From an optimization exercise on the open Yosys and OpenROAD flow, aimed at small area and a short achievable clock period; shortcuts taken in it are not production practice.
Function was checked by simulation only, so behaviour that the tests miss may differ from the original.
The clock port is modelled as an ideal driver; clocking choices that lean on that would not hold on a real chip.
Power is estimated from default activity; no workload was simulated.

==> design/flow/standard.sh <==
#!/bin/bash
# synth_recipe.tcl (not shown) runs the flow's synth.tcl, then flattens the netlist and writes it again
# the make line also repeats each setting of config.mk as NAME=value (left out here)
make -C /OpenROAD-flow-scripts/flow DESIGN_CONFIG=/design/flow/config.mk WORK_HOME=/design/flow/orfs CLKGATE_MAP_FILE= SYNTH_SCRIPT=/design/flow/synth_recipe.tcl "${@:-finish}"
==> design/flow/config.mk <==
export PLATFORM = sky130hd
export DESIGN_NAME = punc_mem_responder
export DESIGN_NICKNAME = punc_mem_responder
export VERILOG_FILES = /design/flow/design.v
export SDC_FILE = /design/flow/constraint.sdc
export NUM_CORES = 4
export LEC_CHECK = 0
export ABC_CLOCK_PERIOD_IN_PS = 2500
export CAP_MARGIN = 20
export CELL_PAD_IN_SITES_DETAIL_PLACEMENT = 2
export CELL_PAD_IN_SITES_GLOBAL_PLACEMENT = 2
export CORE_MARGIN = 2
export CORE_UTILIZATION = 45
export CTS_CLUSTER_DIAMETER = 60
export CTS_CLUSTER_SIZE = 30
export PLACE_DENSITY = 0.55
export SETUP_SLACK_MARGIN = 3.3
export SLEW_MARGIN = 20
export SYNTH_HIERARCHICAL = 1
==> design/flow/design.v <==
package punc_mem_responder_pkg;
    localparam int WORD_W = 16;
    localparam logic [WORD_W-1:0] DSR_ADDR_DEF = 16'hFE04;
    localparam logic [WORD_W-1:0] DDR_ADDR_DEF = 16'hFE06;
endpackage
import punc_mem_responder_pkg::*;
module punc_mem_bit_next #(
    parameter int N = 1
) (
    input  logic [N-1:0] q,
    input  logic [N-1:0] keep,
    input  logic [N-1:0] wdata,
    input  logic [N-1:0] wsel,
    output logic [N-1:0] d
);
    assign d = (q & keep) | (wdata & wsel);
endmodule
module punc_mem_aoi22 #(
    parameter int N = 1
) (
    input  logic [N-1:0] a0,
    input  logic [N-1:0] s0,
    input  logic [N-1:0] a1,
    input  logic [N-1:0] s1,
    output logic [N-1:0] y_n
);
    assign y_n = ~((a0 & s0) | (a1 & s1));
endmodule
module punc_mem_nand4 #(
    parameter int N = 1
) (
    input  logic [N-1:0] a,
    input  logic [N-1:0] b,
    input  logic [N-1:0] c,
    input  logic [N-1:0] d,
    output logic [N-1:0] y
);
    assign y = ~(a & b & c & d);
endmodule
module punc_mem_nor2 #(
    parameter int N = 1
) (
    input  logic [N-1:0] a,
    input  logic [N-1:0] b,
    output logic [N-1:0] y
);
    assign y = ~(a | b);
endmodule
module punc_mem_nand2 #(
    parameter int N = 1
) (
    input  logic [N-1:0] a,
    input  logic [N-1:0] b,
    output logic [N-1:0] y
);
    assign y = ~(a & b);
endmodule
module punc_mem_nand3 #(
    parameter int N = 1
) (
    input  logic [N-1:0] a,
    input  logic [N-1:0] b,
    input  logic [N-1:0] c,
    output logic [N-1:0] y
);
    assign y = ~(a & b & c);
endmodule
import punc_mem_responder_pkg::*;
module punc_mem_responder
#(
    parameter int                DEPTH_LOG2  = 8,
    parameter int                WAIT_CYCLES = 1,
    parameter logic [WORD_W-1:0] DSR_ADDR    = DSR_ADDR_DEF,
    parameter logic [WORD_W-1:0] DDR_ADDR    = DDR_ADDR_DEF
) (
    input  logic              clk,
    input  logic              rst,
    input  logic              req_valid,
    output logic              req_ready,
    input  logic              req_we,
    input  logic [WORD_W-1:0] req_addr,
    input  logic [WORD_W-1:0] req_wdata,
    output logic              rsp_valid,
    output logic [WORD_W-1:0] rsp_rdata,
    output logic              rsp_err,
    input  logic              load_en,
    input  logic [WORD_W-1:0] load_addr,
    input  logic [WORD_W-1:0] load_data,
    output logic              io_tx_valid,
    output logic [WORD_W-1:0] io_tx_data,
    input  logic              io_tx_ready
);
    localparam int DEPTH  = 1 << DEPTH_LOG2;
    logic idle_q, wait_q, hold_q, resp_q;
    logic                  in_ram_q;     
    logic                  dsr_rd_q;
    logic                  ddr_wr_q;
    logic                  ram_wr_q;     
    logic                  pre_wr_q;     
    logic [DEPTH-1:0]      sel_q;        
    logic [WORD_W-1:0]     wdata_q;      
    logic                  wr_en;        
    logic [WORD_W-1:0]     rsp_rdata_q;
    logic                  rsp_err_q;
    logic                  io_tx_valid_q;
    logic [WORD_W-1:0]     io_tx_data_q;
    logic                  acc_in_ram, acc_dsr, acc_ddr, acc_err;
    logic                  tx_load, to_hold;
    localparam int BITS  = DEPTH * WORD_W;
    logic [BITS-1:0]   mem_q, mem_d;
    logic [DEPTH-1:0]  sel, keep;
    logic [BITS-1:0]   wsel_v, keep_v, wdata_v;
    logic [WORD_W-1:0] wdata_g;
    logic [WORD_W-1:0] ram_rd_data;
    always_comb begin
        sel     = sel_q;
        keep    = ~(sel & {DEPTH{wr_en}});
        wdata_g = wdata_q & {WORD_W{wr_en}};
        for (int w = 0; w < DEPTH; w++) begin
            wsel_v[w*WORD_W +: WORD_W]  = {WORD_W{sel[w]}};
            keep_v[w*WORD_W +: WORD_W]  = {WORD_W{keep[w]}};
            wdata_v[w*WORD_W +: WORD_W] = wdata_g;
        end
    end
    punc_mem_bit_next #(
        .N (BITS)
    ) u_next (
        .q     (mem_q),
        .keep  (keep_v),
        .wdata (wdata_v),
        .wsel  (wsel_v),
        .d     (mem_d)
    );
    always_ff @(posedge clk) begin
        mem_q <= mem_d;
    end
    logic [128*WORD_W-1:0] l1_a0, l1_s0, l1_a1, l1_s1, l1_n;
    logic [32*WORD_W-1:0]  l2;
    logic [16*WORD_W-1:0]  l3_n;
    logic [4*WORD_W-1:0]   l4;
    logic [2*WORD_W-1:0]   l5_n;
    logic                  dsr_n;
    always_comb begin
        for (int k = 0; k < 128; k++) begin
            l1_a0[k*WORD_W +: WORD_W] = mem_q[(2*k)*WORD_W +: WORD_W];
            l1_a1[k*WORD_W +: WORD_W] = mem_q[(2*k+1)*WORD_W +: WORD_W];
            l1_s0[k*WORD_W +: WORD_W] = {WORD_W{sel[2*k]}};
            l1_s1[k*WORD_W +: WORD_W] = {WORD_W{sel[2*k+1]}};
        end
    end
    punc_mem_aoi22 #(.N (128*WORD_W)) u_l1 (
        .a0 (l1_a0), .s0 (l1_s0), .a1 (l1_a1), .s1 (l1_s1), .y_n (l1_n)
    );
    punc_mem_nand4 #(.N (32*WORD_W)) u_l2 (
        .a (l1_n[0 +: 32*WORD_W]),           .b (l1_n[32*WORD_W +: 32*WORD_W]),
        .c (l1_n[64*WORD_W +: 32*WORD_W]),   .d (l1_n[96*WORD_W +: 32*WORD_W]),
        .y (l2)
    );
    punc_mem_nor2 #(.N (16*WORD_W)) u_l3 (
        .a (l2[0 +: 16*WORD_W]), .b (l2[16*WORD_W +: 16*WORD_W]), .y (l3_n)
    );
    punc_mem_nand4 #(.N (4*WORD_W)) u_l4 (
        .a (l3_n[0 +: 4*WORD_W]),            .b (l3_n[4*WORD_W +: 4*WORD_W]),
        .c (l3_n[8*WORD_W +: 4*WORD_W]),     .d (l3_n[12*WORD_W +: 4*WORD_W]),
        .y (l4)
    );
    punc_mem_nor2 #(.N (2*WORD_W)) u_l5 (
        .a (l4[0 +: 2*WORD_W]), .b (l4[2*WORD_W +: 2*WORD_W]), .y (l5_n)
    );
    punc_mem_nand2 #(.N (WORD_W-1)) u_l6 (
        .a (l5_n[0 +: WORD_W-1]), .b (l5_n[WORD_W +: WORD_W-1]),
        .y (ram_rd_data[WORD_W-2:0])
    );
    assign dsr_n = !(acc_dsr && !io_tx_valid_q);
    punc_mem_nand3 #(.N (1)) u_l6_top (
        .a (l5_n[WORD_W-1]), .b (l5_n[2*WORD_W-1]), .c (dsr_n),
        .y (ram_rd_data[WORD_W-1])
    );
    assign acc_in_ram = in_ram_q;
    assign acc_dsr    = dsr_rd_q;
    assign acc_ddr    = ddr_wr_q;
    assign acc_err    = !(in_ram_q || dsr_rd_q || ddr_wr_q);
    assign to_hold = wait_q && acc_ddr && io_tx_valid_q;
    assign tx_load = (wait_q && acc_ddr && !io_tx_valid_q) ||
                     (hold_q && (!io_tx_valid_q || io_tx_ready));
    always_ff @(posedge clk) begin
        if (rst) begin
            idle_q        <= 1'b1;
            wait_q        <= 1'b0;
            hold_q        <= 1'b0;
            resp_q        <= 1'b0;
            io_tx_valid_q <= 1'b0;
        end else begin
            idle_q        <= (idle_q && !req_valid) || resp_q;
            wait_q        <= idle_q && req_valid;
            hold_q        <= to_hold || (hold_q && !tx_load);
            resp_q        <= (wait_q && !to_hold) || (hold_q && tx_load);
            io_tx_valid_q <= (io_tx_valid_q && !io_tx_ready) || tx_load;
        end
    end
    assign wr_en = pre_wr_q || (wait_q && ram_wr_q && !rst);
    always_ff @(posedge clk) begin
        pre_wr_q <= !rst && idle_q && !req_valid && load_en &&
                    (load_addr[WORD_W-1:DEPTH_LOG2] == '0);
    end
    logic [DEPTH_LOG2-1:0] cap_addr;
    logic                  cap_any;
    assign cap_addr = req_valid ? req_addr[DEPTH_LOG2-1:0] : load_addr[DEPTH_LOG2-1:0];
    assign cap_any  = !req_valid || (req_addr[WORD_W-1:DEPTH_LOG2] == '0);
    localparam int PD_W = DEPTH_LOG2 / 2;
    localparam int PD_N = 1 << PD_W;
    logic [PD_N-1:0]  lo_n, hi_n;
    logic [DEPTH-1:0] sel_d, dec_lo_n, dec_hi_n;
    always_comb begin
        for (int i = 0; i < PD_N; i++) begin
            lo_n[i] = !(cap_any && (cap_addr[PD_W-1:0] == PD_W'(i)));
            hi_n[i] = !(cap_addr[DEPTH_LOG2-1:PD_W] == PD_W'(i));
        end
        for (int w = 0; w < DEPTH; w++) begin
            dec_lo_n[w] = lo_n[w % PD_N];
            dec_hi_n[w] = hi_n[w / PD_N];
        end
    end
    punc_mem_nor2 #(.N (DEPTH)) u_dec (
        .a (dec_lo_n), .b (dec_hi_n), .y (sel_d)
    );
    always_ff @(posedge clk) begin
        in_ram_q <= (req_addr[WORD_W-1:DEPTH_LOG2] == '0);
        dsr_rd_q <= (req_addr == DSR_ADDR) && !req_we;
        ddr_wr_q <= (req_addr == DDR_ADDR) && req_we;
        ram_wr_q <= (req_addr[WORD_W-1:DEPTH_LOG2] == '0) && req_we;
        sel_q <= sel_d;
        if (idle_q) begin
            wdata_q <= req_valid ? req_wdata : load_data;
        end
    end
    always_ff @(posedge clk) begin
        rsp_rdata_q <= ram_rd_data;
        rsp_err_q <= wait_q && acc_err;
        if (tx_load) begin
            io_tx_data_q <= wdata_q;
        end
    end
    assign req_ready   = idle_q;
    assign rsp_valid   = resp_q;
    assign rsp_rdata   = rsp_rdata_q;
    assign rsp_err     = rsp_err_q;
    assign io_tx_valid = io_tx_valid_q;
    assign io_tx_data  = io_tx_data_q;
endmodule
==> design/flow/constraint.sdc <==
create_clock -name core_clock -period 6.0 [get_ports {clk}]
set_input_delay 1.2000 -clock core_clock [delete_from_list [all_inputs] [get_ports {clk}]]
set_output_delay 1.2000 -clock core_clock [all_outputs]
set_load 0.01 [all_outputs]
==> design/flow/flow/run.sh <==
#!/bin/bash
set -euo pipefail
bash standard.sh MATCH_CELL_FOOTPRINT=0 finish > standard_flow.log 2>&1
==> flow_summary.ini, run 1 <==
[flow_run]
max_cap_viol_count = 0

[sta]
hold_violations = 0
fin_crit_sh_pct = 47.2
rsz0062_at_grt = true
setup_viol = 0
timing.slew.headroom_pct = 22.7
setup_tns_ns = 0
worst_pin_slew_ns = 1.16
fmax_ghz = 0.353
period_minus_slack_ns = 2.83
hold_ws_ns = 0.488
clock_skew_ns = 0.0328
drv_slew = 0

[global_routing]
grt_usage_pct = 34.5
grt_max_degree = 103
grt_pass1_wl_microns = 881000
first_global_vias = 129000
antenna_found_initial = 35
grt-ovfl-total = 0

[routing]
via_count = 122000
ant_nets = 0
viasPerCell = 6.89
drt_wl_total_microns = 592000
firstDrtPassIters = 8
drt-wirelength-per-cell_microns = 33.6
drc_errors = 0
initialDrtViolationCount = 10400

[floorplanning]
io_pins = 106
die_area_sq_um = 333000
die_x_microns = 577
die_h_microns = 577
core_sq_um = 327000
initial_core_util_pct = 45.2
rows = 210

[place]
post-dp-hpwl_microns = 349000
routabilityCongestion = 0.809
place.port_buffers = 105

[yosys]
synthArstFlopShare_pct = 0
synth_edf_count = 32
avgSynthCellArea_sq_um = 12.2
yosysSeqAreaShare_pct = 60.0
ys_types = 34
synth_top_area_share_pct = 59.4
synthTopCellsByArea = dfxtp_1, a22o_1, a22oi_1
ys_warn_count = 7
synth-seq-cells = 4411
synth_area_sq_um = 148000
syn-num-nets = 12200
synth-main-ff-cell = dfxtp_1
syn_inst = 12100
synth.largest_area_cell = dfxtp_1

[setup_path]
startpoint_type = flop
crit_start = io_tx_data_q[3]
regToRegSetupSlack_ns = 3.18
cp_top_family = flip-flops
crit_chain = clkbuf_2
r2r_cells = 7
r2r-end = rsp_rdata_q[15]
worstPathRequired_ns = 4.80
cpMaxStageDelayCell = edfxtp_1
cp_max_fo = 1
r2r-start = sel_q[204]
critPathKind = flop to output pin
slowest_delay_ns = 0.48
critPathArrivalTime_ns = 1.63
critical_path_buf_inv_count = 1
worst_setup_path_end_kind = output pin

[layout]
drive_gt1_share_pct = 11.6
nets = 13100
syn2layout_area_growth_pct = 16.9
post-route-util_pct = 52.8
layout_commonest_cell = dfxtp_1
final_cell_mix = dfxtp_1, a22o_1, a22oi_1

[power]
netSwitchingFraction_pct = 23.5
ir_drop_uv = 213
p_comb_share_pct = 0.5
pwr-share-seq_pct = 54.3
pwr-share-clk_pct = 45.2
p_leak_uw = 0.0652
powerDensity_nw_per_um2 = 313
p_int_uw = 41400
power_switching_uw = 12700

[cts]
cts_buffers = 325
clock-sinks = 4411
clockBufferDepth = 4
h-tree-depth = 5
cts_tree = yes
clockRootBuffer = clkbuf_16
path_clk_slew_ns = 0.08
postCtsHoldBufs = 0
clk_latency_ns = 0.96

[min_path]
holdPathEnd = mem_q[1893]
hold_depth = 1
min_from = mem_q[1893]
hold_path_class = flop to flop

[status]
status = complete, no violations
[what timing repair did]
item / in CTS / in global routing
gates cloned: 27 / 0
setup endpoints to repair: 4269 / 2323
buffers inserted: 60 / 6
pin swaps: 57 / 35
gates resized for setup: 631 / 111
[logic make-up (layout without fill, tap and decap cells)]
kind of cell | after synthesis | count (layout) | share of synthesized area (%)
DFF | 4411 | 4411 | 60.0
muxes | 16 | 16 | 0.122
other | 0 | 11 | 0
and+or+nand+nor | 1485 | 1508 | 4.85
AOI/OAI and AO/OA | 6168 | 6168 | 34.8
buffers and inverters | 46 | 1175 | 0.143
[cells in the mapped netlist (3+ instances only)]
master / count
nor2_1: 551
nor4_1: 3
a22o_1: 4096
mux2_2: 16
buf_2: 25
nor3_1: 4
inv_1: 10
nand2b_1: 5
nand3_1: 22
a22oi_1: 2050
nand2_1: 297
edfxtp_1: 32
and2_1: 17
o32ai_1: 6
dfxtp_1: 4379
clkbuf_1: 9
nand4_1: 577
o21ai_0: 6
[per-stage QoR]
stage	std cells	area (sq um)	total power (uW)	setup slack, ns
floorplan	12100	148000	30100	2.60
global placement	16900	158000	30300	1.47
detailed placement	16900	158000	30300	1.47
CTS	17600	172000	54400	3.10
global route	17600	172000	55600	3.12
finish	17600	173000	54100	3.17
[how the worst max path moves through the flow]
stage | endpoint | slack, ns | cells past startpoint
after global routing | io_tx_data[3] | 3.12 | 1
after global placement | sel_q[34] | 1.47 | 5
final | io_tx_data[3] | 3.17 | 1
after CTS | io_tx_data[3] | 3.10 | 1
after detailed placement | mem_q[1255] | 1.47 | 7
after floorplan | mem_q[1000] | 2.60 | 5
[registers in the layout, indices dropped and copies added (netlist names)]
register,count
ddr_wr_q,1
dsr_rd_q,1
hold_q,1
idle_q,1
in_ram_q,1
io_tx_data_q,16
io_tx_valid_q,1
mem_q,4096
pre_wr_q,1
ram_wr_q,1
resp_q,1
rsp_err_q,1
rsp_rdata_q,16
sel_q,256
wait_q,1
wdata_q,16
[power groups by stage]
| stage | sequential, uW | clock, uW | combinational (uW) |
|---|---|---|---|
| after floorplan | 30000 | 0 | 59.6 |
| after global placement | 30000 | 0 | 247 |
| after detailed placement | 30000 | 0 | 254 |
| after CTS | 29400 | 24800 | 277 |
| after global routing | 29400 | 26000 | 291 |
| final | 29400 | 24400 | 287 |
[cell type report]
type / instances / area, sq um
fillers: 30900 / 154000
flip-flops and latches: 4411 / 88700
multi-input cells: 7692 / 60900
clock buffers: 365 / 8660
repair buffers: 563 / 5620
well taps: 4346 / 5440
clock inverters: 237 / 3090
inverters: 10 / 37.5
diodes: 11 / 27.5
[metal layers]
metal / part of all wire [%] / track usage [%]
met1: 43 / 46.0
met5: 0.0089 / 0
met4: 4.5 / 15.0
met2: 47 / 56.9
met3: 4.9 / 3.42
==> run 2, diff against run 1 <==
--- a/design/flow/design.v
+++ b/design/flow/design.v
@@ -93,4 +93,5 @@
     localparam int DEPTH  = 1 << DEPTH_LOG2;
     logic idle_q, wait_q, hold_q, resp_q;
+    logic req_ready_q;   
     logic                  in_ram_q;     
     logic                  dsr_rd_q;
@@ -187,4 +188,5 @@
         if (rst) begin
             idle_q        <= 1'b1;
+            req_ready_q   <= 1'b1;
             wait_q        <= 1'b0;
             hold_q        <= 1'b0;
@@ -193,4 +195,5 @@
         end else begin
             idle_q        <= (idle_q && !req_valid) || resp_q;
+            req_ready_q   <= (req_ready_q && !req_valid) || resp_q;
             wait_q        <= idle_q && req_valid;
             hold_q        <= to_hold || (hold_q && !tx_load);
@@ -242,5 +245,5 @@
         end
     end
-    assign req_ready   = idle_q;
+    assign req_ready   = req_ready_q;
     assign rsp_valid   = resp_q;
     assign rsp_rdata   = rsp_rdata_q;
==> design/flow/flow/run.sh (replaced) <==
#!/bin/bash
# Own layout flow: the standard ORFS flow (standard.sh) with three
# changes to how the layout is made:
#  - the resizer may change a cell's footprint when it repairs timing;
#  - the port buffers are buf_4 rather than the delay cells buffer_ports
#    picks by default;
set -euo pipefail
bash standard.sh MATCH_CELL_FOOTPRINT=0 \
  "BUFFER_PORTS_ARGS=-buffer_cell sky130_fd_sc_hd__buf_4" \
  "CTS_ARGS=-sink_clustering_enable -repair_clock_nets -sink_clustering_size 30 -sink_clustering_max_diameter 60 -dont_use_dummy_load" \
  finish > standard_flow.log 2>&1
--- a/design/flow/config.mk
+++ b/design/flow/config.mk
@@ -15,5 +15,5 @@
 export CTS_CLUSTER_SIZE = 30
 export PLACE_DENSITY = 0.55
-export SETUP_SLACK_MARGIN = 3.3
+export SETUP_SLACK_MARGIN = 3.4
 export SLEW_MARGIN = 20
 export SYNTH_HIERARCHICAL = 1
==> flow_summary.ini, run 2 <==
[status]
status = complete, no violations

[sta]
setup_viol = 0
fin_crit_sh_pct = 49.8
clock_skew_ns = 0.0659
hold_violations = 0
setup_tns_ns = 0
rsz0062_at_grt = true
fmax_ghz = 0.335
worst_pin_slew_ns = 1.10
hold_ws_ns = 0.464
timing.slew.headroom_pct = 26.5
drv_slew = 0
period_minus_slack_ns = 2.99

[global_routing]
grt-ovfl-total = 0
grt_max_degree = 105
antenna_found_initial = 29
grt_pass1_wl_microns = 872000
grt_usage_pct = 34.3
first_global_vias = 126000

[yosys]
synthTopCellsByCount = dfxtp_1, a22o_1, a22oi_1, nand4_1, nor2_1
ys_types = 34
synth-seq-cells = 4412
syn_inst = 12100
syn-num-nets = 12200
synth_area_sq_um = 148000
synthArstFlopShare_pct = 0
synth-main-ff-cell = dfxtp_1
synthTopCellsByArea = dfxtp_1, a22o_1, a22oi_1
ys_warn_count = 7
avgSynthCellArea_sq_um = 12.2
synth.largest_area_cell = dfxtp_1
synth_edf_count = 32
synth_most_common_cell = dfxtp_1
synth_top_area_share_pct = 59.4
yosysSeqAreaShare_pct = 60.0

[power]
power_switching_uw = 10500
p_int_uw = 39100
netSwitchingFraction_pct = 21.2
pwr-share-clk_pct = 40.2
p_comb_share_pct = 0.6
ir_drop_uv = 245
p_leak_uw = 0.0623
powerDensity_nw_per_um2 = 294
pwr-share-seq_pct = 59.2

[layout]
layout_commonest_cell = dfxtp_1
seq_area_sq_um = 88800
nFillCells = 31200
drive_gt1_share_pct = 10.6
multi_input_area_sq_um = 60600
top_regs = mem_q: 4096 flops, sel_q: 256 flops
fin_area_sq_um = 169000
largest_register = mem_q
final_cell_mix = dfxtp_1, a22o_1, a22oi_1
largest_register_ffs = 4096
nets = 13100
syn2layout_area_growth_pct = 14.4

[place]
place.port_buffers = 105
dpl_cell_area_sq_um = 157000
post-dp-hpwl_microns = 351000
routabilityCongestion = 0.835

[flow_run]
max_cap_viol_count = 0

[cts]
clockBufferDepth = 4
clk_latency_ns = 0.95
h-tree-depth = 5
cts_buffers = 330
path_clk_slew_ns = 0.08
cts_tree = yes
clock-sinks = 4412
clockRootBuffer = clkbuf_16

[routing]
viasPerCell = 6.95
via_count = 121000
drt_wl_total_microns = 593000
drc_errors = 0
initialDrtViolationCount = 10500
drt-wirelength-per-cell_microns = 34.1
firstDrtPassIters = 5
ant_nets = 0

[setup_path]
startpoint_type = flop
cp_max_fo = 21
worst_setup_path_end_kind = flop
critPathKind = flop to flop
r2r-end = rsp_rdata_q[11]
cpMaxStageDelayCell = dfxtp_2
crit_chain = buf_4 -> a22oi_1 -> nand4_1 -> nor2_4 -> nand4_1 -> nor2_4 -> nand2_1
r2r-start = sel_q[169]
critPathArrivalTime_ns = 3.73
r2r_cells = 7
regToRegSetupSlack_ns = 3.01
slowest_delay_ns = 0.48
worstPathRequired_ns = 6.75

[floorplanning]
core_sq_um = 327000
rows = 210
die_area_sq_um = 333000
io_pins = 106
initial_core_util_pct = 45.2
die_x_microns = 577
die_h_microns = 577

[min_path]
hold_depth = 2
hold_path_class = primary input to flop
holdPathEnd = dsr_rd_q
min_from = req_we
==> run 2: changes by cell type in the layout (fill, tap and decap cells not counted), moves of 24 or more <==
cell,delta
nand2_4,-81
clkdlybuf4s50_1,-66
a22oi_1,-57
a22oi_2,+57
inv_6,-53
clkinv_8,-50
buf_6,+49
nand2_1,+42
nand2_2,+39
buf_4,+37
inv_8,-35
dfxtp_4,+24
==> run 2: logic make-up (layout without fill, tap and decap cells) <==
group | after synthesis | in the layout | share of synthesized area (%)
flip-flops | 4412 | 4412 | 60.0
AND/OR/NAND/NOR | 1485 | 1512 | 4.85
buffers and inverters | 47 | 902 | 0.145
other | 0 | 5 | 0
multiplexers | 16 | 16 | 0.122
AO/OA/AOI/OAI | 6169 | 6169 | 34.8
==> run 2: critical path: cells and delay by family, from the launching register on <==
kind                   cells  cell delay (ns)
AOI/OAI and AO/OA          1             0.15
and+or+nand+nor            5             1.87
DFF                        1             0.48
buffers and inverters      1             0.27
==> run 2: per-layer routing <==
| layer | vias to the layer above | global-route usage [%] | wire length (microns) |
|---|---|---|---|
| met1 | 64300 | 47.0 | 263000 |
| met5 | - | 0 | 91 |
| met3 | 889 | 3.40 | 28500 |
| met2 | 3352 | 55.8 | 277000 |
| li1 | 52100 | - | - |
| met4 | 12 | 13.0 | 23600 |
==> run 2: layout make-up <==
| cell class | instances | area share, % |
|---|---|---|
| Timing Repair Buffer | 561 | 3.36 |
| Tap cell | 4346 | 3.22 |
| Antenna cell | 5 | 0.00741 |
| Multi-Input combinational cell | 7697 | 35.9 |
| Sequential cell | 4412 | 52.6 |
| Inverter | 11 | 0.0245 |
| Clock buffer | 330 | 4.89 |
==> run 2: repair_timing <==
| action | 4_1_cts | 5_1_grt |
|---|---|---|
| endpoints found under the hold margin | 0 | 0 |
| hold buffers | 0 | 0 |
| setup buffers | 47 | 27 |
| endpoints found under the setup margin | 4175 | 783 |
| cloned | 35 | 3 |
| gates resized for setup | 543 | 137 |
| pin swaps | 119 | 75 |
==> run 2: power by group through the flow <==
stage / clock, uW / combinational, uW / sequential (uW)
2_1_floorplan: 0 / 59.8 / 30000
3_3_place_gp: 0 / 243 / 30000
3_5_place_dp: 0 / 254 / 30000
4_1_cts: 20200 / 266 / 29400
5_1_grt: 21400 / 280 / 29400
6_report: 19900 / 276 / 29400
==> run 2: worst max-delay path by stage <==
stage / startpoint / end / slack [ns]
floorplan: rst / mem_q[1000] / 2.60
global placement: rst / mem_q[3176] / 1.77
detailed placement: rst / mem_q[1908] / 1.66
CTS: sel_q[104] / rsp_rdata_q[11] / 2.81
global route: io_tx_data_q[13] / io_tx_data[13] / 3.03
finish: sel_q[169] / rsp_rdata_q[11] / 3.01
==> run 2: per-stage QoR <==
stage / utilization [%] / setup WS [ns] / power [uW] / cells
floorplan: - / 2.60 / 30100 / 12100
global placement: 48.1 / 1.77 / 30300 / 16900
detailed placement: 48.1 / 1.66 / 30300 / 16900
CTS: 51.4 / 2.81 / 49800 / 17300
global route: 51.7 / 3.03 / 51000 / 17400
finish: 51.7 / 3.01 / 49600 / 17400
==> run 3, diff against run 2 <==
--- a/design/flow/config.mk
+++ b/design/flow/config.mk
@@ -8,11 +8,11 @@
 export ABC_CLOCK_PERIOD_IN_PS = 2500
 export CAP_MARGIN = 20
-export CELL_PAD_IN_SITES_DETAIL_PLACEMENT = 2
-export CELL_PAD_IN_SITES_GLOBAL_PLACEMENT = 2
+export CELL_PAD_IN_SITES_DETAIL_PLACEMENT = 0
+export CELL_PAD_IN_SITES_GLOBAL_PLACEMENT = 1
 export CORE_MARGIN = 2
-export CORE_UTILIZATION = 45
+export CORE_UTILIZATION = 55
 export CTS_CLUSTER_DIAMETER = 60
 export CTS_CLUSTER_SIZE = 30
-export PLACE_DENSITY = 0.55
+export PLACE_DENSITY = 0.65
 export SETUP_SLACK_MARGIN = 3.4
 export SLEW_MARGIN = 20
==> flow_summary.ini, run 3 <==
[status]
status = complete, no violations

[yosys]
yosysSeqAreaShare_pct = 60.0
synth_area_sq_um = 148000
synthMuxAreaShare_pct = 0.122
synthArstFlopShare_pct = 0
syn-num-nets = 12200
synth_edf_count = 32
synthSimpleGateAreaFrac_pct = 4.85
synth_xor_area_share_pct = 0
synth_compound_area_share_pct = 34.8
synthTopCellsByCount = dfxtp_1, a22o_1, a22oi_1, nand4_1, nor2_1
synth_top_family_by_area = compound AO/OA/AOI/OAI gates
synth-adder-area-share_pct = 0
syn_inst = 12100
synth-seq-cells = 4412
synth_top_area_share_pct = 59.4
synth.largest_area_cell = dfxtp_1
ys_warn_count = 7
avgSynthCellArea_sq_um = 12.2
synthTopCellsByArea = dfxtp_1, a22o_1, a22oi_1
ys_types = 34
synth-main-ff-cell = dfxtp_1
synth_most_common_cell = dfxtp_1

[place]
place.port_buffers = 105
routabilityCongestion = 0.860
post-dp-hpwl_microns = 281000

[flow_run]
max_cap_viol_count = 0

[floorplanning]
die_h_microns = 522
initial_core_util_pct = 55.2
core_sq_um = 267000
io_pins = 106
rows = 190
die_x_microns = 522
die_area_sq_um = 273000

[sta]
drv_slew = 0
timing.slew.headroom_pct = 24.6
period_minus_slack_ns = 2.75
fmax_ghz = 0.363
setup_viol = 0
hold_violations = 0
fin_crit_sh_pct = 45.9
worst_pin_slew_ns = 1.13
clock_skew_ns = 0.0606
rsz0062_at_grt = true
setup_tns_ns = 0

[routing]
drt-wirelength-per-cell_microns = 29.1
dr_wl_met2_microns = 210000
dr_wl_met3_microns = 38100
drc_errors = 0
topRoutingLayerUsed = met5
firstDrtPassIters = 9
via_count = 116000
ant_nets = 0
initialDrtViolationCount = 13300
viasPerCell = 7.11
met1_length_microns = 209000
drt_wl_total_microns = 477000

[cts]
cts_buffers = 245
path_clk_slew_ns = 0.07
clockRootBuffer = clkbuf_16
postCtsHoldBufs = 0
h-tree-depth = 4
clockBufferDepth = 4
clk_latency_ns = 1.00
clock-sinks = 4412
cts_tree = yes

[power]
p_leak_uw = 0.0601
powerDensity_nw_per_um2 = 281
ir_drop_uv = 248

[setup_path]
worst_setup_path_end_kind = flop
crit_chain = buf_4 -> or4_4 -> o21ai_4 -> nand3_2 -> nor2_1
cpMaxStageDelayCell = nand3_2
critPathKind = primary input to flop
cp_max_fo = 16
slowest_delay_ns = 0.73
worstPathRequired_ns = 6.83
startpoint_type = primary input
critPathArrivalTime_ns = 3.59

[layout]
drive_gt1_share_pct = 8.46
top_regs = mem_q: 4096 flops, sel_q: 256 flops
final_cell_mix = dfxtp_1, a22o_1, a22oi_1
post-route-util_pct = 61.2
largest_register = mem_q
largest_register_ffs = 4096
nets = 12900
syn2layout_area_growth_pct = 10.8
layout_commonest_cell = dfxtp_1

[global_routing]
grt_usage_pct = 33.1
grt_max_degree = 161
antenna_found_initial = 26
first_global_vias = 109000
grt-ovfl-total = 0
grt_pass1_wl_microns = 701000

[min_path]
hold_path_class = primary input to flop
[run 3: logic make-up (layout without fill, tap and decap cells)]
logic type | after synthesis | in the layout
and+or+nand+nor | 1485 | 1497
muxes | 16 | 16
buffers and inverters | 47 | 711
other | 0 | 11
AOI/OAI and AO/OA | 6169 | 6170
DFF | 4412 | 4412
[run 3: path summary, 6_finish.rpt]
check	to	slack, ns	cells past startpoint	startpoint
worst max-delay path	sel_q[108]	3.25	5	req_addr[13]
worst max register to register	mem_q[2779]	3.30	6	wait_q
worst min register to register	rsp_err_q	0.44	1	in_ram_q
worst min-delay path	dsr_rd_q	0.43	2	req_we
[run 3: repair_timing]
item / CTS / global route
endpoints found under the hold margin: 0 / 0
pin swaps: 53 / 53
cloned: 7 / 8
endpoints found under the setup margin: 3946 / 2304
resized for setup: 334 / 133
setup buffers: 9 / 7
[run 3: per-stage QoR]
| step | cell area (sq um) | power [uW] | cells | hold WS, ns | setup slack (ns) |
|---|---|---|---|---|---|
| final | 164000 | 46100 | 16400 | 0.429 | 3.25 |
| after global routing | 164000 | 47400 | 16400 | 0.420 | 3.24 |
| after CTS | 163000 | 46300 | 16300 | 0.398 | 3.25 |
| after detailed placement | 156000 | 30200 | 16100 | 0.435 | 2.07 |
| after global placement | 156000 | 30200 | 16100 | 0.433 | 2.00 |
| after floorplan | 148000 | 30100 | 12100 | 0.376 | 2.60 |
[run 3: cell type report]
cell class	instances	area (sq um)
Tap cell	3552	4440
Antenna cell	11	27.5
Clock buffer	245	6130
Timing Repair Buffer	455	4210
Inverter	11	41.3
Fill cell	21700	104000
Multi-Input combinational cell	7683	60100
Sequential cell	4412	88700
[run 3: per-layer routing]
metal | global-route usage (%) | vias up
met5 | 0 | -
met4 | 13.1 | 16
met3 | 5.13 | 725
met2 | 50.2 | 4937
met1 | 47.3 | 59100
li1 | - | 51600
[run 3: worst max-delay path, delay by kind of cell]
kind / cells / cell delay (ns)
AO/OA/AOI/OAI: 1 / 0.56
buffers and inverters: 1 / 0.11
AND/OR/NAND/NOR: 3 / 1.66
[run 3: power breakdown]
| group | leakage, uW | switching (uW) | internal [uW] |
|---|---|---|---|
| sequential | 0.0356 | 31.9 | 29300 |
| combinational | 0.0215 | 176 | 64.8 |
| clock | 0.00302 | 9270 | 7210 |
==> run 4, diff against run 3 <==
--- a/design/flow/flow/run.sh
+++ b/design/flow/flow/run.sh
@@ -8,4 +8,4 @@
 bash standard.sh MATCH_CELL_FOOTPRINT=0 \
   "BUFFER_PORTS_ARGS=-buffer_cell sky130_fd_sc_hd__buf_4" \
-  "CTS_ARGS=-sink_clustering_enable -repair_clock_nets -sink_clustering_size 30 -sink_clustering_max_diameter 60 -dont_use_dummy_load" \
+  "CTS_ARGS=-sink_clustering_enable -repair_clock_nets -sink_clustering_size 30 -sink_clustering_max_diameter 60 -dont_use_dummy_load -sink_clustering_buffer sky130_fd_sc_hd__clkbuf_8" \
   finish > standard_flow.log 2>&1
--- a/design/flow/config.mk
+++ b/design/flow/config.mk
@@ -8,6 +8,6 @@
 export ABC_CLOCK_PERIOD_IN_PS = 2500
 export CAP_MARGIN = 20
-export CELL_PAD_IN_SITES_DETAIL_PLACEMENT = 0
-export CELL_PAD_IN_SITES_GLOBAL_PLACEMENT = 1
+export CELL_PAD_IN_SITES_DETAIL_PLACEMENT = 2
+export CELL_PAD_IN_SITES_GLOBAL_PLACEMENT = 2
 export CORE_MARGIN = 2
 export CORE_UTILIZATION = 55
==> flow_summary.ini, run 4 <==
[status]
status = did not finish
lastStage = 4_1_cts
firstError = [ERROR DPL-0033] detailed placement checks failed during check placement.

[floorplanning]
die_x_microns = 522
io_pins = 106
initial_core_util_pct = 55.2
die_h_microns = 522
rows = 190

[cts]
clock-sinks = 4412
clockRootBuffer = clkbuf_16
clockBufferDepth = 4
post_cts_buffers = 120
cts.repair.resized = 860
h-tree-depth = 5
postCtsHoldBufs = 0
cts_buffers = 268

[yosys]
synthTopCellsByCount = dfxtp_1, a22o_1, a22oi_1, nand4_1, nor2_1
ys_types = 34
synth.largest_area_cell = dfxtp_1
synthTopCellsByArea = dfxtp_1, a22o_1, a22oi_1
yosysSeqAreaShare_pct = 60.0
synth_area_sq_um = 148000
avgSynthCellArea_sq_um = 12.2
syn-num-nets = 12200
synth-main-ff-cell = dfxtp_1
synthArstFlopShare_pct = 0
synth_edf_count = 32
ys_warn_count = 7
syn_inst = 12100
synth_top_area_share_pct = 59.4
synth_most_common_cell = dfxtp_1
synth-seq-cells = 4412

[place]
place.port_buffers = 105
post-dp-hpwl_microns = 397000
routabilityCongestion = 0.852
dpl_cell_area_sq_um = 156000
run 4: cell counts after synthesis:
Identical to the previous run, type by type.
run 4: power groups by stage:
stage / Combinational [uW] / Sequential, uW / Clock (uW)
after floorplan: 59.8 / 30000 / 0
after global placement: 220 / 30000 / 0
after detailed placement: 243 / 30000 / 0
run 4: worst min-delay path by stage:
stage                     cells after the start        from              end
after detailed placement                      0  wdata_q[6]  io_tx_data_q[6]
after global placement                        0  wdata_q[9]  io_tx_data_q[9]
after floorplan                               1    in_ram_q        rsp_err_q
run 4: kinds of logic after synthesis:
| family | synth area share (%) |
|---|---|
| AO/OA/AOI/OAI | 34.8 |
| AND/OR/NAND/NOR | 4.85 |
| multiplexers | 0.122 |
| flip-flops | 60.0 |
| buffers and inverters | 0.145 |
run 4: metrics by stage:
step | total power, uW | setup WS [ns] | hold WS, ns | cells | util, %
floorplan | 30100 | 2.60 | 0.376 | 12100 | -
detailed placement | 30300 | 1.88 | 0.468 | 16100 | 58.3
global placement | 30200 | 2.16 | 0.431 | 16100 | 58.3
==> run 5, diff against run 4 <==
--- a/design/flow/design.v
+++ b/design/flow/design.v
@@ -141,5 +141,4 @@
     logic [4*WORD_W-1:0]   l4;
     logic [2*WORD_W-1:0]   l5_n;
-    logic                  dsr_n;
     always_comb begin
         for (int k = 0; k < 128; k++) begin
@@ -169,12 +168,6 @@
         .a (l4[0 +: 2*WORD_W]), .b (l4[2*WORD_W +: 2*WORD_W]), .y (l5_n)
     );
-    punc_mem_nand2 #(.N (WORD_W-1)) u_l6 (
-        .a (l5_n[0 +: WORD_W-1]), .b (l5_n[WORD_W +: WORD_W-1]),
-        .y (ram_rd_data[WORD_W-2:0])
-    );
-    assign dsr_n = !(acc_dsr && !io_tx_valid_q);
-    punc_mem_nand3 #(.N (1)) u_l6_top (
-        .a (l5_n[WORD_W-1]), .b (l5_n[2*WORD_W-1]), .c (dsr_n),
-        .y (ram_rd_data[WORD_W-1])
+    punc_mem_nand2 #(.N (WORD_W)) u_l6 (
+        .a (l5_n[0 +: WORD_W]), .b (l5_n[WORD_W +: WORD_W]), .y (ram_rd_data)
     );
     assign acc_in_ram = in_ram_q;
@@ -208,7 +201,5 @@
     end
     logic [DEPTH_LOG2-1:0] cap_addr;
-    logic                  cap_any;
     assign cap_addr = req_valid ? req_addr[DEPTH_LOG2-1:0] : load_addr[DEPTH_LOG2-1:0];
-    assign cap_any  = !req_valid || (req_addr[WORD_W-1:DEPTH_LOG2] == '0);
     localparam int PD_W = DEPTH_LOG2 / 2;
     localparam int PD_N = 1 << PD_W;
@@ -217,5 +208,5 @@
     always_comb begin
         for (int i = 0; i < PD_N; i++) begin
-            lo_n[i] = !(cap_any && (cap_addr[PD_W-1:0] == PD_W'(i)));
+            lo_n[i] = !(cap_addr[PD_W-1:0] == PD_W'(i));
             hi_n[i] = !(cap_addr[DEPTH_LOG2-1:PD_W] == PD_W'(i));
         end
@@ -239,5 +230,7 @@
     end
     always_ff @(posedge clk) begin
-        rsp_rdata_q <= ram_rd_data;
+        rsp_rdata_q <= ram_rd_data & {WORD_W{in_ram_q}};
+        rsp_rdata_q[WORD_W-1] <= (ram_rd_data[WORD_W-1] && in_ram_q) ||
+                                 (acc_dsr && !io_tx_valid_q);
         rsp_err_q <= wait_q && acc_err;
         if (tx_load) begin
--- a/design/flow/flow/run.sh
+++ b/design/flow/flow/run.sh
@@ -8,4 +8,4 @@
 bash standard.sh MATCH_CELL_FOOTPRINT=0 \
   "BUFFER_PORTS_ARGS=-buffer_cell sky130_fd_sc_hd__buf_4" \
-  "CTS_ARGS=-sink_clustering_enable -repair_clock_nets -sink_clustering_size 30 -sink_clustering_max_diameter 60 -dont_use_dummy_load -sink_clustering_buffer sky130_fd_sc_hd__clkbuf_8" \
+  "CTS_ARGS=-sink_clustering_enable -repair_clock_nets -sink_clustering_size 30 -sink_clustering_max_diameter 60 -dont_use_dummy_load" \
   finish > standard_flow.log 2>&1
--- a/design/flow/config.mk
+++ b/design/flow/config.mk
@@ -8,6 +8,6 @@
 export ABC_CLOCK_PERIOD_IN_PS = 2500
 export CAP_MARGIN = 20
-export CELL_PAD_IN_SITES_DETAIL_PLACEMENT = 2
-export CELL_PAD_IN_SITES_GLOBAL_PLACEMENT = 2
+export CELL_PAD_IN_SITES_DETAIL_PLACEMENT = 0
+export CELL_PAD_IN_SITES_GLOBAL_PLACEMENT = 1
 export CORE_MARGIN = 2
 export CORE_UTILIZATION = 55
==> flow_summary.ini, run 5 <==
[status]
status = complete, no violations

[layout]
largest_register = mem_q
syn2layout_area_growth_pct = 11.7
largest_register_ffs = 4096
drive_gt1_share_pct = 9.42
final_cell_mix = dfxtp_1, a22o_1, a22oi_1
multi_input_area_sq_um = 60400
seq_area_sq_um = 88800
nets = 12900
top_regs = mem_q: 4096 flops, sel_q: 256 flops
layout_commonest_cell = dfxtp_1
nFillCells = 21300

[sta]
setup_ws_ns = 3.17
clock_skew_ns = 0.0546
period_minus_slack_ns = 2.83
drv_slew = 0
fin_crit_sh_pct = 47.2
fmax_ghz = 0.353
hold_violations = 0
setup_tns_ns = 0
worst_pin_slew_ns = 1.14
timing.slew.headroom_pct = 24.3
setup_viol = 0
rsz0062_at_grt = true

[routing]
drc_errors = 0
drt-wirelength-per-cell_microns = 29.4
viasPerCell = 7.08
ant_nets = 0
firstDrtPassIters = 9
initialDrtViolationCount = 13300
drt_wl_total_microns = 482000
via_count = 116000

[cts]
clockBufferDepth = 4
h-tree-depth = 5
cts_buffers = 263
clock-sinks = 4412
clk_latency_ns = 0.94
clockRootBuffer = clkbuf_16
path_clk_slew_ns = 0.09
cts_tree = yes
postCtsHoldBufs = 0

[setup_path]
r2r-start = sel_q[34]
r2r_cells = 8
regToRegSetupSlack_ns = 3.17
crit_start = sel_q[34]
critPathKind = flop to flop
critPathArrivalTime_ns = 3.64
worst_setup_path_end_kind = flop
startpoint_type = flop
worstPathRequired_ns = 6.80
r2r-end = rsp_rdata_q[14]
cp_max_fo = 8
endpoint = rsp_rdata_q[14]

[yosys]
synth_most_common_cell = dfxtp_1
syn-num-nets = 12200
synth_top_area_share_pct = 59.4
synth-seq-cells = 4412
synthTopCellsByCount = dfxtp_1, a22o_1, a22oi_1, nand4_1, nor2_1
synth_edf_count = 32
synth.largest_area_cell = dfxtp_1
synthTopCellsByArea = dfxtp_1, a22o_1, a22oi_1
ys_types = 32
synth_area_sq_um = 148000
synth-main-ff-cell = dfxtp_1
ys_warn_count = 7
syn_inst = 12100
yosysSeqAreaShare_pct = 60.0
avgSynthCellArea_sq_um = 12.2
synthArstFlopShare_pct = 0

[place]
post-place-ws_ns = 2.01
place.port_buffers = 105
post-dp-hpwl_microns = 286000
routabilityCongestion = 0.856

[floorplanning]
core_sq_um = 267000
io_pins = 106
rows = 190
die_h_microns = 522
initial_core_util_pct = 55.2
die_area_sq_um = 273000
die_x_microns = 522

[power]
ir_drop_uv = 209
p_leak_uw = 0.0607
powerDensity_nw_per_um2 = 284

[global_routing]
grt_pass1_wl_microns = 706000
grt_max_degree = 124
grt_usage_pct = 33.4
grt-ovfl-total = 0
antenna_found_initial = 15
first_global_vias = 108000

[flow_run]
max_cap_viol_count = 0

[min_path]
hold_path_class = flop to flop
hold_depth = 1
## run 5: worst min-delay path by stage
stage,start,endpoint,slack [ns]
3_5_place_dp,dsr_rd_q,rsp_err_q,0.43
4_1_cts,req_we,dsr_rd_q,0.43
3_3_place_gp,dsr_rd_q,rsp_err_q,0.42
2_1_floorplan,dsr_rd_q,rsp_err_q,0.40
6_report,dsr_rd_q,rsp_err_q,0.44
5_1_grt,dsr_rd_q,rsp_err_q,0.44
## run 5: layout make-up
cell class | instances | share of cell area (%)
antenna | 5 | 0.00758
clock buffer | 263 | 3.99
tap | 3552 | 2.69
inverter | 13 | 0.0296
multi-input combinational | 7695 | 36.6
timing repair buffer | 478 | 2.85
sequential | 4412 | 53.8
## run 5: report_power, final
group / internal (uW) / switching, uW
combinational: 74.8 / 216
clock: 7820 / 9410
sequential: 29300 / 36.5
total: 37200 / 9670
## run 5: timing repair
item / in CTS / in global routing
cloned: 11 / 12
gates resized for setup: 417 / 200
endpoints found under the setup margin: 3979 / 1313
pin swaps: 89 / 82
buffers inserted: 11 / 17
## run 5: through the flow
step           instance area, sq um  instances  hold WS [ns]  total power (uW)  utilization (%)
2_1_floorplan                148000      12100         0.399             30100                -
3_3_place_gp                 156000      16100         0.421             30300             58.3
3_5_place_dp                 156000      16100         0.427             30300             58.3
4_1_cts                      164000      16400         0.433             47100             61.3
5_1_grt                      165000      16400         0.440             48100             61.7
6_report                     165000      16400         0.441             46900             61.7
## run 5: cell families (layout without fill, tap and decap cells)
logic type | Yosys count | count (layout) | synth area share, %
compound gates | 6169 | 6170 | 34.8
buf+inv | 49 | 754 | 0.174
flops | 4412 | 4412 | 60.0
mux | 16 | 16 | 0.122
other cells | 0 | 5 | 0
simple gates | 1496 | 1509 | 4.88
## run 5: metal layers
metal	vias to the layer above	track usage (%)	wire length (microns)	part of all wire [%]
met2	5020	50.2	211000	44
li1	51700	-	-	-
met1	58700	47.8	211000	44
met5	-	0	0	0
met3	757	5.86	39700	8.2
met4	0	12.7	20100	4.2
## run 5: critical path: stages, from the launching register on
cell and delay (ns):
dfxtp_4 0.37, buf_12 0.14, a22oi_1 0.39, nand4_1 0.35, nor2_1 0.26, nand4_1 0.45, nor2_4 0.37, nand2_1 0.18
and2_1 0.19
==> run 6, diff against run 5 <==
--- a/design/flow/config.mk
+++ b/design/flow/config.mk
@@ -9,10 +9,10 @@
 export CAP_MARGIN = 20
 export CELL_PAD_IN_SITES_DETAIL_PLACEMENT = 0
-export CELL_PAD_IN_SITES_GLOBAL_PLACEMENT = 1
+export CELL_PAD_IN_SITES_GLOBAL_PLACEMENT = 0
 export CORE_MARGIN = 2
-export CORE_UTILIZATION = 55
+export CORE_UTILIZATION = 65
 export CTS_CLUSTER_DIAMETER = 60
 export CTS_CLUSTER_SIZE = 30
-export PLACE_DENSITY = 0.65
+export PLACE_DENSITY = 0.75
 export SETUP_SLACK_MARGIN = 3.4
 export SLEW_MARGIN = 20
==> flow_summary.ini, run 6 <==
[power]
ir_drop_uv = 285
pwr-share-clk_pct = 33.7
powerDensity_nw_per_um2 = 276
p_leak_uw = 0.0594
p_int_uw = 35500
power_uw = 44700
power_switching_uw = 9140
netSwitchingFraction_pct = 20.5
pwr-share-seq_pct = 65.7
p_comb_share_pct = 0.6

[setup_path]
critical_path_buf_inv_count = 1
worstPathRequired_ns = 4.80
critPathArrivalTime_ns = 1.62
slowest_delay_ns = 0.53
cp_max_fo = 1
regToRegSetupSlack_ns = 3.32
cpMaxStageDelayCell = edfxtp_1
crit_chain = buf_6
cp_top_family = flip-flops
critPathKind = flop to output pin
startpoint_type = flop
worst_setup_path_end_kind = output pin

[routing]
ant_nets = 0
viasPerCell = 7.44
firstDrtPassIters = 10
initialDrtViolationCount = 15700
via_count = 118000
drc_errors = 0
drt_wl_total_microns = 472000
drt-wirelength-per-cell_microns = 29.8

[layout]
nets = 12900
syn2layout_area_growth_pct = 9.67
nFillCells = 16000
final_cell_mix = dfxtp_1, a22o_1, a22oi_1
largest_register = mem_q
drive_gt1_share_pct = 7.72
largest_register_ffs = 4096
layout_commonest_cell = dfxtp_1
top_regs = mem_q: 4096 flops, sel_q: 256 flops

[sta]
clock_skew_ns = 0.0668
setup_tns_ns = 0
rsz0062_at_grt = true
worst_pin_slew_ns = 1.30
period_minus_slack_ns = 2.82
fin_crit_sh_pct = 47.1
drv_slew = 0
fmax_ghz = 0.354
timing.slew.headroom_pct = 13.2
hold_violations = 0
setup_viol = 0

[cts]
clockBufferDepth = 3
h-tree-depth = 4
cts_buffers = 208
clk_latency_ns = 0.93
postCtsHoldBufs = 0
clock-sinks = 4412
path_clk_slew_ns = 0.09
clockRootBuffer = clkbuf_16
cts_tree = yes

[yosys]
ys_types = 32
synth-main-ff-cell = dfxtp_1
synth_most_common_cell = dfxtp_1
avgSynthCellArea_sq_um = 12.2
syn_inst = 12100
synthArstFlopShare_pct = 0
ys_warn_count = 7
synth_top_area_share_pct = 59.4
synth_area_sq_um = 148000
synth-seq-cells = 4412
yosysSeqAreaShare_pct = 60.0
synth.largest_area_cell = dfxtp_1
synthTopCellsByArea = dfxtp_1, a22o_1, a22oi_1
synth_edf_count = 32
synthTopCellsByCount = dfxtp_1, a22o_1, a22oi_1, nand4_1, nor2_1
syn-num-nets = 12200

[flow_run]
max_cap_viol_count = 0

[place]
place.port_buffers = 105
post-dp-hpwl_microns = 282000
routabilityCongestion = 0.902

[global_routing]
grt_max_degree = 113
grt_usage_pct = 38.9
grt_pass1_wl_microns = 697000
grt-ovfl-total = 0
first_global_vias = 110000
antenna_found_initial = 26

[floorplanning]
die_h_microns = 481
io_pins = 106
core_sq_um = 227000
rows = 175
die_x_microns = 481
die_area_sq_um = 231000
initial_core_util_pct = 65.2

[min_path]
hold_path_class = flop to flop

[status]
status = complete, no violations
[run 6: what timing repair did]
item | in CTS | in global routing
setup buffers | 23 | 4
setup endpoints to repair | 3851 | 694
pin swaps | 21 | 21
cloned | 27 | 3
resized for setup | 244 | 94
[run 6: cells by family (layout without fill, tap and decap cells)]
group | count (synthesis) | in the layout | share of synthesized area, %
other | 0 | 23 | 0
buffers and inverters | 49 | 691 | 0.174
multiplexers | 16 | 16 | 0.122
flip-flops | 4412 | 4412 | 60.0
AO/OA/AOI/OAI | 6169 | 6169 | 34.8
AND/OR/NAND/NOR | 1496 | 1523 | 4.88
[run 6: power by group through the flow]
stage | combinational, uW | sequential, uW | clock [uW]
6_report | 279 | 29400 | 15000
5_1_grt | 285 | 29400 | 16200
2_1_floorplan | 66.0 | 30000 | 0
3_3_place_gp | 254 | 30000 | 0
3_5_place_dp | 261 | 30000 | 0
4_1_cts | 264 | 29400 | 15100
[run 6: per-layer routing]
metal  global-route usage, %  vias up  part of all wire [%]
met5                       0        -                0.0087
met4                    25.1        6                   7.3
met3                    6.92     1166                   9.2
met2                    58.9     6177                    44
met1                    51.4    58900                    39
li1                        -    51700                     -
[run 6: cell type report]
| class | instances | area [sq um] | area share (%) |
|---|---|---|---|
| inverter | 13 | 48.8 | 0.0301 |
| clock buffer | 208 | 5200 | 3.21 |
| multi-input combinational | 7708 | 59700 | 36.9 |
| tap | 3009 | 3760 | 2.32 |
| timing repair buffer | 470 | 4460 | 2.75 |
| sequential | 4412 | 88700 | 54.8 |
| antenna | 23 | 57.6 | 0.0355 |
[run 6: path summary, 6_finish.rpt]
check,end,depth (start not counted),startpoint
worst max-delay path,io_tx_data[9],1,io_tx_data_q[9]
worst min-delay path,req_ready_q,2,req_ready_q
worst max register to register,rsp_rdata_q[10],8,sel_q[48]
worst min register to register,req_ready_q,2,req_ready_q
[run 6: stage by stage]
stage / utilization (%) / std cells / instance area [sq um] / hold slack [ns] / setup slack, ns
3_5_place_dp: 68.5 / 15600 / 155000 / 0.444 / 2.02
2_1_floorplan: - / 12100 / 148000 / 0.399 / 2.60
5_1_grt: 71.5 / 15800 / 162000 / 0.495 / 3.15
4_1_cts: 71.3 / 15800 / 162000 / 0.472 / 3.13
3_3_place_gp: 68.5 / 15600 / 155000 / 0.463 / 2.11
6_report: 71.5 / 15800 / 162000 / 0.472 / 3.18
==> run 7, diff against run 6 <==
--- a/design/flow/config.mk
+++ b/design/flow/config.mk
@@ -11,8 +11,8 @@
 export CELL_PAD_IN_SITES_GLOBAL_PLACEMENT = 0
 export CORE_MARGIN = 2
-export CORE_UTILIZATION = 65
+export CORE_UTILIZATION = 75
 export CTS_CLUSTER_DIAMETER = 60
 export CTS_CLUSTER_SIZE = 30
-export PLACE_DENSITY = 0.75
+export PLACE_DENSITY = 0.85
 export SETUP_SLACK_MARGIN = 3.4
 export SLEW_MARGIN = 20
==> flow_summary.ini, run 7 <==
[yosys]
synthTopCellsByCount = dfxtp_1, a22o_1, a22oi_1, nand4_1, nor2_1
synth-main-ff-cell = dfxtp_1
synth_most_common_cell = dfxtp_1
synth_top_area_share_pct = 59.4
ys_warn_count = 7
yosysSeqAreaShare_pct = 60.0
synth_edf_count = 32
synthArstFlopShare_pct = 0
synth_area_sq_um = 148000
syn_inst = 12100
ys_types = 32
synthTopCellsByArea = dfxtp_1, a22o_1, a22oi_1
synth.largest_area_cell = dfxtp_1
synth-seq-cells = 4412
syn-num-nets = 12200
avgSynthCellArea_sq_um = 12.2

[floorplanning]
rows = 162
initial_core_util_pct = 75.6
die_area_sq_um = 201000
die_x_microns = 448
die_h_microns = 448
core_sq_um = 195000
io_pins = 106

[layout]
post-route-util_pct = 82.2
nets = 12800
final_cell_mix = dfxtp_1, a22o_1, a22oi_1
largest_register = mem_q
layout_commonest_cell = dfxtp_1
drive_gt1_share_pct = 7.65
multi_input_area_sq_um = 60000
top_regs = mem_q: 4096 flops, sel_q: 256 flops
fin_area_sq_um = 161000
seq_area_sq_um = 88700
nFillCells = 11400
largest_register_ffs = 4096
syn2layout_area_growth_pct = 8.71

[sta]
setup_ws_ns = 3.13
clock_skew_ns = 0.0755
hold_ws_ns = 0.455
drv_slew = 0
timing.slew.headroom_pct = 16.8
period_minus_slack_ns = 2.87
hold_violations = 0
fmax_ghz = 0.348
fin_crit_sh_pct = 47.8
setup_tns_ns = 0
worst_pin_slew_ns = 1.25
rsz0062_at_grt = true
setup_viol = 0

[cts]
path_clk_slew_ns = 0.11
cts_tree = yes
clk_latency_ns = 0.93
cts_buffers = 195
h-tree-depth = 4
clock-sinks = 4412
clockBufferDepth = 3
postCtsHoldBufs = 0
clockRootBuffer = clkbuf_16

[place]
routabilityCongestion = 0.893
post-dp-hpwl_microns = 261000
dpl_cell_area_sq_um = 154000
place.port_buffers = 105
post-place-ws_ns = 2.01

[status]
status = complete, no violations

[power]
pwr-share-seq_pct = 66.5
powerDensity_nw_per_um2 = 275
pwr-share-clk_pct = 32.9
p_comb_share_pct = 0.6
p_leak_uw = 0.0588
power_switching_uw = 8960
ir_drop_uv = 389
p_int_uw = 35200
netSwitchingFraction_pct = 20.3

[routing]
firstDrtPassIters = 7
drt-wirelength-per-cell_microns = 29.7
drc_errors = 0
viasPerCell = 7.79
initialDrtViolationCount = 17800
drt_wl_total_microns = 457000
via_count = 120000
ant_nets = 0

[setup_path]
crit_top_cell = nand4_1
cp_max_fo = 33
r2r-start = sel_q[220]
worstPathRequired_ns = 6.79
cpMaxStageDelayCell = nor2_4
worst_setup_path_end_kind = flop
critPathArrivalTime_ns = 3.66
slowest_delay_ns = 0.41
critPathKind = flop to flop
cp_top_family = simple AND/OR/NAND/NOR gates
startpoint_type = flop
crit_chain = buf_4 -> a22oi_1 -> nand4_1 -> nor2_2 -> nand4_1 -> nor2_4 -> nand2_1 -> and2_1
crit_start = sel_q[220]
regToRegSetupSlack_ns = 3.13
critical_path_buf_inv_count = 1

[min_path]
hold_path_class = flop to flop
min_from = dsr_rd_q

[global_routing]
grt_max_degree = 127
grt_usage_pct = 42.8
grt_pass1_wl_microns = 673000
first_global_vias = 112000
antenna_found_initial = 18
grt-ovfl-total = 0

[flow_run]
max_cap_viol_count = 0
==> run 7: cell counts after synthesis <==
Identical to the previous run, type by type.
==> run 7: path summary, 6_finish.rpt <==
path,endpoint,cells past startpoint
min,rsp_err_q,1
max reg2reg,rsp_rdata_q[1],8
min reg2reg,rsp_err_q,1
max,rsp_rdata_q[1],8
==> run 7: power groups by stage <==
| stage | sequential (uW) | clock, uW | combinational, uW |
|---|---|---|---|
| 2_1_floorplan | 30000 | 0 | 66.0 |
| 3_3_place_gp | 30000 | 0 | 237 |
| 3_5_place_dp | 30000 | 0 | 244 |
| 4_1_cts | 29400 | 14400 | 247 |
| 5_1_grt | 29400 | 15500 | 266 |
| 6_report | 29400 | 14500 | 264 |
==> run 7: layout make-up <==
cell class	count	area share, %
well taps	2624	2.04
clock buffers	195	3.04
multi-input cells	7705	37.3
diodes	22	0.0343
flip-flops and latches	4412	55.2
repair buffers	385	2.28
inverters	13	0.0304
==> run 7: timing repair <==
action,in CTS,in global routing
setup buffers,8,5
cloned,16,13
pin swaps,22,36
setup endpoints to repair,3141,2819
gates resized for setup,229,152
==> run 7: metal layers <==
| layer | part of all wire, % | track usage, % | vias up |
|---|---|---|---|
| met5 | 0.021 | 0 | - |
| met4 | 6.9 | 26.4 | 14 |
| met3 | 11 | 9.47 | 1450 |
| met2 | 44 | 64.4 | 7704 |
| met1 | 38 | 56.5 | 59000 |
| li1 | - | - | 51500 |
==> run 7: worst reg2reg max path, stage by stage (launching register included) <==
cell and delay [ns]:
dfxtp_1 0.30, buf_4 0.23, a22oi_1 0.27, nand4_1 0.37, nor2_2 0.37, nand4_1 0.39, nor2_4 0.41, nand2_1 0.21
and2_1 0.21
==> run 7: per-stage QoR <==
stage	cells	total power [uW]
after global routing	15300	45100
after CTS	15300	44000
final	15400	44200
after floorplan	12100	30100
after global placement	15100	30300
after detailed placement	15100	30300
==> run 7: kinds of logic after synthesis <==
group                  count (synthesis)  share of synthesized area, %
and+or+nand+nor                     1496                          4.88
muxes                                 16                         0.122
DFF                                 4412                          60.0
buffers and inverters                 49                         0.174
AOI/OAI and AO/OA                   6169                          34.8
==> run 8, diff against run 7 <==
==> design/flow/flow/run.sh (replaced) <==
#!/bin/bash
# Own layout flow: the standard ORFS flow (standard.sh) with these
# changes to how the layout is made:
#  - the resizer may change a cell's footprint when it repairs timing;
#  - the port buffers are buf_4 rather than the delay cells buffer_ports
#    picks by default;
#  - CTS adds no dummy loads for balancing;
set -euo pipefail
bash standard.sh MATCH_CELL_FOOTPRINT=0 \
  "BUFFER_PORTS_ARGS=-buffer_cell sky130_fd_sc_hd__buf_4" \
  "CTS_ARGS=-sink_clustering_enable -repair_clock_nets -sink_clustering_size 30 -sink_clustering_max_diameter 60 -dont_use_dummy_load" \
  "POST_CTS_TCL=$PWD/flow/post_cts.tcl" \
  finish > standard_flow.log 2>&1
==> design/flow/flow/post_cts.tcl (new file) <==
# Extra setup repair after CTS: ORFS's own repair_timing pass gives up
# early; run a few more passes aimed at the same margin.
estimate_parasitics -placement
for {set i 0} {$i < 3} {incr i} {
  repair_timing -setup -setup_margin $::env(SETUP_SLACK_MARGIN) -repair_tns 100 -max_passes 10000 -verbose
}
detailed_placement
check_placement -verbose
estimate_parasitics -placement
report_worst_slack
--- a/design/flow/config.mk
+++ b/design/flow/config.mk
@@ -11,8 +11,8 @@
 export CELL_PAD_IN_SITES_GLOBAL_PLACEMENT = 0
 export CORE_MARGIN = 2
-export CORE_UTILIZATION = 75
+export CORE_UTILIZATION = 65
 export CTS_CLUSTER_DIAMETER = 60
 export CTS_CLUSTER_SIZE = 30
-export PLACE_DENSITY = 0.85
+export PLACE_DENSITY = 0.75
 export SETUP_SLACK_MARGIN = 3.4
 export SLEW_MARGIN = 20
==> flow_summary.ini, run 8 <==
[yosys]
synth_area_sq_um = 148000
synth-seq-cells = 4412
synth_compound_area_share_pct = 34.8
yosysSeqAreaShare_pct = 60.0
synth_edf_count = 32
synth_top_area_share_pct = 59.4
avgSynthCellArea_sq_um = 12.2
synthArstFlopShare_pct = 0
synthTopCellsByCount = dfxtp_1, a22o_1, a22oi_1, nand4_1, nor2_1
ys_types = 32
synth.largest_area_cell = dfxtp_1
synth_most_common_cell = dfxtp_1
synth_top_family_by_area = compound AO/OA/AOI/OAI gates
synth-adder-area-share_pct = 0
syn-num-nets = 12200
synthMuxAreaShare_pct = 0.122
synth-main-ff-cell = dfxtp_1
synth_xor_area_share_pct = 0
synthTopCellsByArea = dfxtp_1, a22o_1, a22oi_1
ys_warn_count = 7
syn_inst = 12100
synthSimpleGateAreaFrac_pct = 4.88

[routing]
drc_errors = 0
ant_nets = 0
via_count = 118000
firstDrtPassIters = 10
initialDrtViolationCount = 15700
viasPerCell = 7.44
drt-wirelength-per-cell_microns = 29.8
drt_wl_total_microns = 472000

[layout]
final_cell_mix = dfxtp_1, a22o_1, a22oi_1
layout_commonest_cell = dfxtp_1
nets = 12900
nFillCells = 16000
largest_register_ffs = 4096
seq_area_sq_um = 88700
top_regs = mem_q: 4096 flops, sel_q: 256 flops
largest_register = mem_q
multi_input_area_sq_um = 59700
fin_area_sq_um = 162000
syn2layout_area_growth_pct = 9.67
drive_gt1_share_pct = 7.72

[cts]
cts_tree = yes
clock-sinks = 4412
path_clk_slew_ns = 0.09
clk_latency_ns = 0.93

[floorplanning]
core_sq_um = 227000
die_h_microns = 481
die_x_microns = 481
rows = 175
initial_core_util_pct = 65.2
die_area_sq_um = 231000
io_pins = 106

[power]
pwr-share-clk_pct = 33.7
pwr-share-seq_pct = 65.7
power_switching_uw = 9140
netSwitchingFraction_pct = 20.5
p_comb_share_pct = 0.6
p_leak_uw = 0.0594
powerDensity_nw_per_um2 = 276
ir_drop_uv = 285
power_uw = 44700
p_int_uw = 35500

[place]
dpl_cell_area_sq_um = 155000
post-dp-hpwl_microns = 282000
place.port_buffers = 105
routabilityCongestion = 0.902

[setup_path]
worst_setup_path_end_kind = output pin
slowest_delay_ns = 0.53
startpoint_type = flop
critical_path_buf_inv_count = 1
worstPathRequired_ns = 4.80
cpMaxStageDelayCell = edfxtp_1
critPathKind = flop to output pin
critPathArrivalTime_ns = 1.62
cp_max_fo = 1
cp_top_family = flip-flops
crit_chain = buf_6

[global_routing]
grt_usage_pct = 38.9
grt_pass1_wl_microns = 697000
antenna_found_initial = 26
first_global_vias = 110000
grt-ovfl-total = 0
grt_max_degree = 113

[sta]
fmax_ghz = 0.354
timing.slew.headroom_pct = 13.2
drv_slew = 0
setup_viol = 0
worst_pin_slew_ns = 1.30
setup_tns_ns = 0
rsz0062_at_grt = true
fin_crit_sh_pct = 47.1
hold_violations = 0
period_minus_slack_ns = 2.82
clock_skew_ns = 0.0668

[status]
status = complete, no violations

[min_path]
hold_path_class = flop to flop

[flow_run]
max_cap_viol_count = 0
==> run 8: cell count changes in the layout (fill, tap and decap cells not counted), moves of 7 or more <==
cell	delta
buf_4	+56
nand2_1	+40
dfxtp_2	-39
nand2_2	-39
dfxtp_1	+22
nor2_1	+20
buf_12	+18
dfxtp_4	+17
buf_6	+14
nor2_4	-14
clkbuf_16	+10
a22oi_1	+7
a22oi_2	-7
==> run 8: layer usage <==
layer | global-route usage (%) | vias to the layer above | wire length, microns
li1 | - | 51700 | -
met1 | 51.4 | 58900 | 186000
met2 | 58.9 | 6177 | 208000
met3 | 6.92 | 1166 | 43300
met4 | 25.1 | 6 | 34400
met5 | 0 | - | 41
==> run 8: layout make-up <==
| class | instances | share of cell area [%] |
|---|---|---|
| multi-input cells | 7708 | 36.9 |
| diodes | 23 | 0.0355 |
| clock buffers | 208 | 3.21 |
| well taps | 3009 | 2.32 |
| flip-flops and latches | 4412 | 54.8 |
| inverters | 13 | 0.0301 |
| repair buffers | 470 | 2.75 |
==> run 8: worst paths after layout <==
kind | from | end | slack, ns | cells past startpoint
min reg2reg | req_ready_q | req_ready_q | 0.47 | 2
max | io_tx_data_q[9] | io_tx_data[9] | 3.18 | 1
max reg2reg | sel_q[48] | rsp_rdata_q[10] | 3.32 | 8
min | req_ready_q | req_ready_q | 0.47 | 2
==> run 8: kinds of logic (layout without fill, tap and decap cells) <==
kind of cell,Yosys count,in the layout
AOI/OAI and AO/OA,6169,6169
buffers and inverters,49,691
DFF,4412,4412
muxes,16,16
other,0,23
and+or+nand+nor,1496,1523
==> run 8: power groups by stage <==
stage	sequential [uW]	clock (uW)	combinational, uW
floorplan	30000	0	66.0
global placement	30000	0	254
detailed placement	30000	0	261
global route	29400	16200	285
finish	29400	15000	279
==> run 8: per-stage QoR <==
step | hold WS (ns) | setup slack (ns) | std cells | utilization [%]
final | 0.472 | 3.18 | 15800 | 71.5
after global routing | 0.495 | 3.15 | 15800 | 71.5
after detailed placement | 0.444 | 2.02 | 15600 | 68.5
after global placement | 0.463 | 2.11 | 15600 | 68.5
after floorplan | 0.399 | 2.60 | 12100 | -

## afterwards: timing with drivers on the ports
The flow's constraints put no driver on any port. The routed layouts listed below were extracted and timed again, unchanged, in two steps.
Step 1: set_driving_cell puts a clkbuf_16 on clk and a buf_2 on each other input, an assumption about the parent block.
Step 2 adds t to the input delays and takes it off the output delays; t is the mean of the earliest and latest rising clock arrival at the registers after step 1. Input paths then give back, and output paths get back, about the clock's delay inside the block.
Slacks: no drivers / after step 1 / after step 2; pairs: no drivers / after step 1.
run	t, ns	setup slack, ns	worst hold slack (ns)	pins driven straight from the clock port
run 1	1.058	3.168 / 3.060 / 2.186	0.488 / 0.488 / 0.488	1
run 2	1.038	3.014 / 2.950 / 2.320	0.464 / 0.382 / 0.482	1
run 3	1.052	3.247 / 3.186 / 2.257	0.429 / 0.369 / 0.444	1
run 5	1.004	3.167 / 3.167 / 2.428	0.441 / 0.414 / 0.441	1
run 6	0.979	3.176 / 3.091 / 2.233	0.472 / 0.461 / 0.472	1
run 7	0.992	3.130 / 3.116 / 2.124	0.455 / 0.421 / 0.455	1
run 8	0.979	3.176 / 3.091 / 2.233	0.472 / 0.461 / 0.472	1
After both steps every run listed still meets setup and hold. The setup slack of run 7, which loses most, moves by -0.014 ns with the drivers and by -1.006 ns with both steps.
